This design comes from an exercise in tuning for small area and few clock cycles per item on the open sky130 flow, not from production work.
Function was checked by simulation only, so behaviour that the tests miss may differ from the original.

`design/flow/config.mk`:
```
export PLATFORM = sky130hd
export DESIGN_NAME = park_transform_pipe
export DESIGN_NICKNAME = park_transform_pipe
export VERILOG_FILES = /design/flow/design.v
export SDC_FILE = /design/flow/constraint.sdc
export NUM_CORES = 4
export LEC_CHECK = 0
export ABC_AREA = 1
export CAP_MARGIN = 20
export CORE_MARGIN = 2
export CORE_UTILIZATION = 40
export SLEW_MARGIN = 20
```
`design/flow/constraint.sdc`:
```
create_clock -name core_clock -period 8.0 [get_ports {clk}]
set_input_delay 1.6000 -clock core_clock [delete_from_list [all_inputs] [get_ports {clk}]]
set_output_delay 1.6000 -clock core_clock [all_outputs]
set_load 0.01 [all_outputs]
```
`design/flow/design.v`:
```
`default_nettype none
package foc_pkg;
    localparam int Q15_W      = 16;
    localparam int Q15_FRAC   = 15;
    localparam int PROD_W     = 2 * Q15_W;
    localparam int SUM_W      = PROD_W + 1;
    localparam int LUT_AW_MAX = 6;
    localparam logic signed [Q15_W-1:0] Q15_MAX   = 16'sh7FFF;
    localparam logic signed [Q15_W-1:0] Q15_MIN   = 16'sh8000;
    localparam logic        [Q15_W-1:0] ROUND_Q15 = 16'h4000;
    typedef enum logic [1:0] {
        QUAD_I   = 2'd0,
        QUAD_II  = 2'd1,
        QUAD_III = 2'd2,
        QUAD_IV  = 2'd3
    } quad_t;
endpackage
`default_nettype wire
`default_nettype none
module park_sincos_lut
(
    input  logic [7:0]  m,
    output logic [14:0] sin_mag,
    output logic [14:0] cos_mag,
    output logic        sin_neg,
    output logic        cos_neg
);
    function automatic logic [14:0] sin_q15_table(input logic [6:0] k);
        logic [14:0] t;
        t = '0;
        case (k)
            7'd0:  t = 15'd0;     7'd1:  t = 15'd804;   7'd2:  t = 15'd1608;  7'd3:  t = 15'd2410;
            7'd4:  t = 15'd3212;  7'd5:  t = 15'd4011;  7'd6:  t = 15'd4808;  7'd7:  t = 15'd5602;
            7'd8:  t = 15'd6393;  7'd9:  t = 15'd7179;  7'd10: t = 15'd7962;  7'd11: t = 15'd8739;
            7'd12: t = 15'd9512;  7'd13: t = 15'd10278; 7'd14: t = 15'd11039; 7'd15: t = 15'd11793;
            7'd16: t = 15'd12539; 7'd17: t = 15'd13279; 7'd18: t = 15'd14010; 7'd19: t = 15'd14732;
            7'd20: t = 15'd15446; 7'd21: t = 15'd16151; 7'd22: t = 15'd16846; 7'd23: t = 15'd17530;
            7'd24: t = 15'd18204; 7'd25: t = 15'd18868; 7'd26: t = 15'd19519; 7'd27: t = 15'd20159;
            7'd28: t = 15'd20787; 7'd29: t = 15'd21403; 7'd30: t = 15'd22005; 7'd31: t = 15'd22594;
            7'd32: t = 15'd23170; 7'd33: t = 15'd23731; 7'd34: t = 15'd24279; 7'd35: t = 15'd24811;
            7'd36: t = 15'd25329; 7'd37: t = 15'd25832; 7'd38: t = 15'd26319; 7'd39: t = 15'd26790;
            7'd40: t = 15'd27245; 7'd41: t = 15'd27683; 7'd42: t = 15'd28105; 7'd43: t = 15'd28510;
            7'd44: t = 15'd28898; 7'd45: t = 15'd29268; 7'd46: t = 15'd29621; 7'd47: t = 15'd29956;
            7'd48: t = 15'd30273; 7'd49: t = 15'd30571; 7'd50: t = 15'd30852; 7'd51: t = 15'd31113;
            7'd52: t = 15'd31356; 7'd53: t = 15'd31580; 7'd54: t = 15'd31785; 7'd55: t = 15'd31971;
            7'd56: t = 15'd32137; 7'd57: t = 15'd32285; 7'd58: t = 15'd32412; 7'd59: t = 15'd32521;
            7'd60: t = 15'd32609; 7'd61: t = 15'd32678; 7'd62: t = 15'd32728; 7'd63: t = 15'd32757;
            7'd64: t = 15'd32767;
            default: t = 15'd0;
        endcase
        sin_q15_table = t;
    endfunction
    logic [5:0] r;
    logic [6:0] k_fwd, k_rev;
    assign r     = m[5:0];
    assign k_fwd = {1'b0, r};
    assign k_rev = 7'd64 - {1'b0, r};
    assign sin_mag = sin_q15_table(m[6] ? k_rev : k_fwd);
    assign cos_mag = sin_q15_table(m[6] ? k_fwd : k_rev);
    assign sin_neg = m[7];
    assign cos_neg = m[7] ^ m[6];
endmodule
`default_nettype wire
`default_nettype none
module park_transform_pipe
#(
    parameter int LUT_AW = 6,
    parameter int DW     = 16
)
(
    input  logic                 clk,
    input  logic                 rst,
    input  logic                 in_valid,
    output logic                 in_ready,
    input  logic signed [DW-1:0] i_alpha,
    input  logic signed [DW-1:0] i_beta,
    input  logic [15:0]          theta,
    output logic                 out_valid,
    input  logic                 out_ready,
    output logic signed [DW-1:0] i_d,
    output logic signed [DW-1:0] i_q
);
    logic [14:0] s_mag, c_mag;
    logic        s_neg, c_neg;
    park_sincos_lut u_lut (
        .m       (theta[15:8]),
        .sin_mag (s_mag),
        .cos_mag (c_mag),
        .sin_neg (s_neg),
        .cos_neg (c_neg)
    );
    logic [7:0] a_one, a_two, a_sgn, b_one, b_two, b_sgn;
    logic [16:0] a_ext, b_ext;
    assign a_ext = {i_alpha, 1'b0};
    assign b_ext = {i_beta, 1'b0};
    genvar gi;
    generate
        for (gi = 0; gi < 8; gi++) begin : g_enc
            assign a_one[gi] = a_ext[2*gi+1] ^ a_ext[2*gi];
            assign a_two[gi] = (a_ext[2*gi+2] & ~a_ext[2*gi+1] & ~a_ext[2*gi]) |
                               (~a_ext[2*gi+2] & a_ext[2*gi+1] & a_ext[2*gi]);
            assign a_sgn[gi] = a_ext[2*gi+2];
            assign b_one[gi] = b_ext[2*gi+1] ^ b_ext[2*gi];
            assign b_two[gi] = (b_ext[2*gi+2] & ~b_ext[2*gi+1] & ~b_ext[2*gi]) |
                               (~b_ext[2*gi+2] & b_ext[2*gi+1] & b_ext[2*gi]);
            assign b_sgn[gi] = b_ext[2*gi+2];
        end
    endgenerate
    function automatic logic [16:0] brow(input logic one, input logic two,
                                         input logic neg, input logic [14:0] t);
        logic [15:0] mm;
        mm   = ({16{one}} & {1'b0, t}) | ({16{two}} & {t, 1'b0});
        brow = {~neg, mm ^ {16{neg}}};
    endfunction
    localparam logic [30:0] K_ROWS = 31'(-(64'd2 * 64'd21845 * 64'd65536) + 64'd16384);
    logic [30:0] d_row [0:15];
    logic [30:0] q_row [0:15];
    logic [30:0] d_neg, q_neg;
    always_comb begin
        d_neg = '0;
        q_neg = '0;
        for (int i = 0; i < 8; i++) begin
            d_row[2*i]   = 31'(brow(a_one[i], a_two[i], a_sgn[i] ^ c_neg, c_mag)) << (2*i);
            d_row[2*i+1] = 31'(brow(b_one[i], b_two[i], b_sgn[i] ^ s_neg, s_mag)) << (2*i);
            q_row[2*i]   = 31'(brow(b_one[i], b_two[i], b_sgn[i] ^ c_neg, c_mag)) << (2*i);
            q_row[2*i+1] = 31'(brow(a_one[i], a_two[i], ~(a_sgn[i] ^ s_neg), s_mag)) << (2*i);
            d_neg[2*i]   = a_sgn[i] ^ c_neg;
            d_neg[2*i+1] = 1'b0;
            q_neg[2*i]   = b_sgn[i] ^ c_neg;
            q_neg[2*i+1] = 1'b0;
        end
    end
    logic [30:0] d_neg2, q_neg2;
    always_comb begin
        d_neg2 = '0;
        q_neg2 = '0;
        for (int i = 0; i < 8; i++) begin
            d_neg2[2*i] = b_sgn[i] ^ s_neg;
            q_neg2[2*i] = ~(a_sgn[i] ^ s_neg);
        end
    end
    logic [30:0] d_sum, q_sum;
    assign d_sum = d_row[0] + d_row[1] + d_row[2] + d_row[3] + d_row[4] + d_row[5] +
                   d_row[6] + d_row[7] + d_row[8] + d_row[9] + d_row[10] + d_row[11] +
                   d_row[12] + d_row[13] + d_row[14] + d_row[15] + d_neg + d_neg2 + K_ROWS;
    assign q_sum = q_row[0] + q_row[1] + q_row[2] + q_row[3] + q_row[4] + q_row[5] +
                   q_row[6] + q_row[7] + q_row[8] + q_row[9] + q_row[10] + q_row[11] +
                   q_row[12] + q_row[13] + q_row[14] + q_row[15] + q_neg + q_neg2 + K_ROWS;
    logic r_valid;
    logic [15:0] r_d, r_q;
    assign in_ready = ~(r_valid & ~out_ready);
    always_ff @(posedge clk) begin
        if (rst) r_valid <= 1'b0;
        else if (in_ready) r_valid <= in_valid;
    end
    always_ff @(posedge clk) begin
        if (in_ready) begin
            r_d <= d_sum[30:15];
            r_q <= q_sum[30:15];
        end
    end
    assign out_valid = r_valid;
    assign i_d       = r_d;
    assign i_q       = r_q;
endmodule
`default_nettype wire
```
`design/flow/run.sh`:
```
#!/bin/bash
# synth_recipe.tcl (not shown) runs the flow's synth.tcl, then flattens the netlist and writes it again
# the make line also repeats each setting of config.mk as NAME=value (left out here)
make -C /OpenROAD-flow-scripts/flow DESIGN_CONFIG=/design/flow/config.mk WORK_HOME=/design/flow/orfs CLKGATE_MAP_FILE= SYNTH_SCRIPT=/design/flow/synth_recipe.tcl finish
```
==> out/results.ini <==
[flow_run]
cap_viol_max_count=0

[detailed_routing]
drc=0
avgRoutedWirePerCell_um=22.1
first_pass_iters=6
vias=29100
wl_mm=115
ant_nets=0
drt-initial-drc-count=2523
via_per_inst=5.59

[run_status]
outcome=complete, but fails checks
violations=negative setup slack

[global_route]
antenna_found_initial=0
grt_usage_pct=30.8
busiest_layer=met2
grt_pass1_wl_mm=176
use_met1_pct=39.8
grt_use_met3_pct=7.30
first_global_vias=29800
gr-usage-met2_pct=48.8
grt_max_degree=34
gr-total-overflow=0

[worst_hold_path]
hold_class=flip-flop to flip-flop

[clock_network]
cts_tree=yes
clk_latency_ns=0.30
cts_num_sinks=33
clockBufferDepth=2
cts-root-buf=clkbuf_16
path_clk_slew_ns=0.06
h-tree-depth=2
cts_buffers=5

[cells_and_area]
multi_input_area_um2=27500
regArea_um2=981
fin_util_pct=57.3
diodes=0
syn_to_final_growth_pct=42.0
fin_area_um2=40800
fin_cells=5204
fin_nets=4986
drive_gt1_share_pct=32.9
n_fill_cell=6366

[placement]
hpwl_mm=84.6
place.gp.congestion=0.967
dp.cells=5074
io_buffers=77
dpl_cell_area_um2=36600

[die]
initial_core_util_pct=40.3
die_h_um=272
num_io_pins=86
die_x_um=272
core_um2=71200
row_count=98
die-area_um2=74000

[yosys]
syn_avg_cell_area_um2=7.96
synth_common_cells=inv_1, xor2_1, o22ai_1, fa_1, nand2_1
synth_area_leaders=fa_1, xor2_1, ha_1
synthesis.area_um2=28700
syn_nets=4341
synth_top_area_share_pct=31.2
netlist_instances=3608
netlist-cell-type-count=56
synth_warnings=4
synth_edf_count=32
ys.flop_type=edfxtp_1
ys_seq_elements=33
yosysTopAreaCell=fa_1
async_reset_ff_share_pct=0
ys_seq_area_share_pct=3.42
synth_most_common_cell=inv_1

[sta]
fin_crit_ns=8.61
worst_slew_pin_slew_ns=0.621
timing.hold.ws_ns=1.09
rsz0062_at_grt=yes
max_freq_ghz=0.116
fin_worst_skew_ns=0.00128
setup-violations-final=32
drv_slew=0
hold_viol=0
layout_setup_ws_ns=-0.609
relSlewSlack_pct=58.6
min_period_over_period_pct=108

[critical_path]
path_max_fanout=15
path_class=primary input to flip-flop
reg2reg_depth=2
cp-end-kind=flip-flop
rrSetupSlack_ns=6.58
crit_path_start_kind=primary input
endpoint=r_d[11]
arrival_ns=8.66
cp_data_required_time_ns=8.05
critical_path.slowest_cell=fa_1
crit_top_cell=fa_1
slowest_delay_ns=0.59
critPathLaunch=theta[9]
r2r-end=r_d[0]
reg2reg_from=r_valid

timing repair:
item,in CTS,in global routing
setup buffers,76,34
hold buffers,0,0
resized for setup,430,234
pin swaps,142,100
setup endpoints to repair,32,32
gates cloned,15,2
critical path, delay by kind of cell:
kind / cells / cell delay (ns)
xor+xnor: 1 / 0.21
fa+ha+maj: 8 / 3.58
simple gates: 9 / 0.91
buf+inv: 10 / 1.17
compound gates: 6 / 1.17
sequential cells by signal, indices dropped and copies added, names as in the netlist:
| signal | flops |
|---|---|
| r_d | 16 |
| r_q | 16 |
| r_valid | 1 |
per-layer routing:
layer | vias up | part of all wire (%)
met5 | - | 0
met4 | 0 | 5.7
met3 | 415 | 10
met2 | 1534 | 45
met1 | 14100 | 39
li1 | 13000 | -
logic make-up after synthesis:
group / share of synthesized area (%)
buf+inv: 11.8
simple gates: 10.4
compound gates: 15.5
fa+ha+maj: 41.4
xor+xnor: 17.5
flops: 3.42
cells in the final DEF (no fill, tap or decap), drive strengths merged, types with 2 or more instances in the layout:
cell             n
a211oi           3
a21o             4
a21oi           92
a221oi           3
a31oi           16
buf            806
bufbuf           2
clkbuf          13
clkdlybuf4s50   69
clkinv          12
dlygate4sd2      3
edfxtp          32
fa             448
ha             233
inv            601
nand2          358
nand3           92
nand3b           2
nand4           15
nor2           234
nor3            27
nor4             3
o2111ai          3
o211ai          10
o21a             6
o21ai          117
o21bai           2
o221ai           7
o22ai          452
o311ai           7
o31ai            2
xnor2           27
xor2           543
worst min-delay path by stage:
stage	startpoint	end	slack, ns	cells after the start
finish	r_valid	r_valid	1.09	3
CTS	r_valid	r_valid	1.10	3
global route	r_valid	r_q[13]	1.21	2
detailed placement	r_valid	r_valid	1.09	3
global placement	r_valid	r_valid	1.09	3
floorplan	r_valid	r_valid	1.28	2
per-stage QoR:
stage	setup TNS (ns)	setup WS [ns]
6_report	-15.32	-0.609
5_1_grt	-23.56	-0.891
4_1_cts	-10.58	-0.509
3_5_place_dp	-42.98	-1.49
3_3_place_gp	-41.27	-1.42
2_1_floorplan	-1.19	-0.226
layout make-up:
class	instances	area share (%)
clock buffers	8	0.359
flip-flops and latches	33	2.40
inverters	614	5.78
multi-input cells	2713	67.4
well taps	950	2.91
repair buffers	886	21.2
Testbench counts, summed over its fixed seeds: cycles 8,008, items 8,000.

## re-timing with driven ports
In the flow no input, the clock included, has a driving cell. The finished layout below was timed again as built, in two steps. Step 1: set_driving_cell puts a clkbuf_16 on clk and a buf_2 on each other input, an assumption about the parent block. Step 2 moves the port delays by t, midway between the first and last clock arrival at a register: inputs arrive t later, outputs are due t later. That takes back most of the time a late clock gives input paths. Slacks: no drivers / after step 1 / after step 2; pairs: no drivers / after step 1.
shift t [ns]: 0.354
setup WS [ns]: -0.609 / -0.607 / -0.961
latest minus earliest clock arrival (ns): 0.002 / 0.003
worst slew at a driven data input, ns: 0.07
cell pins on the clock port's net: 1
The setup slack of this run moves by +0.002 ns with the drivers and by -0.352 ns with both steps.
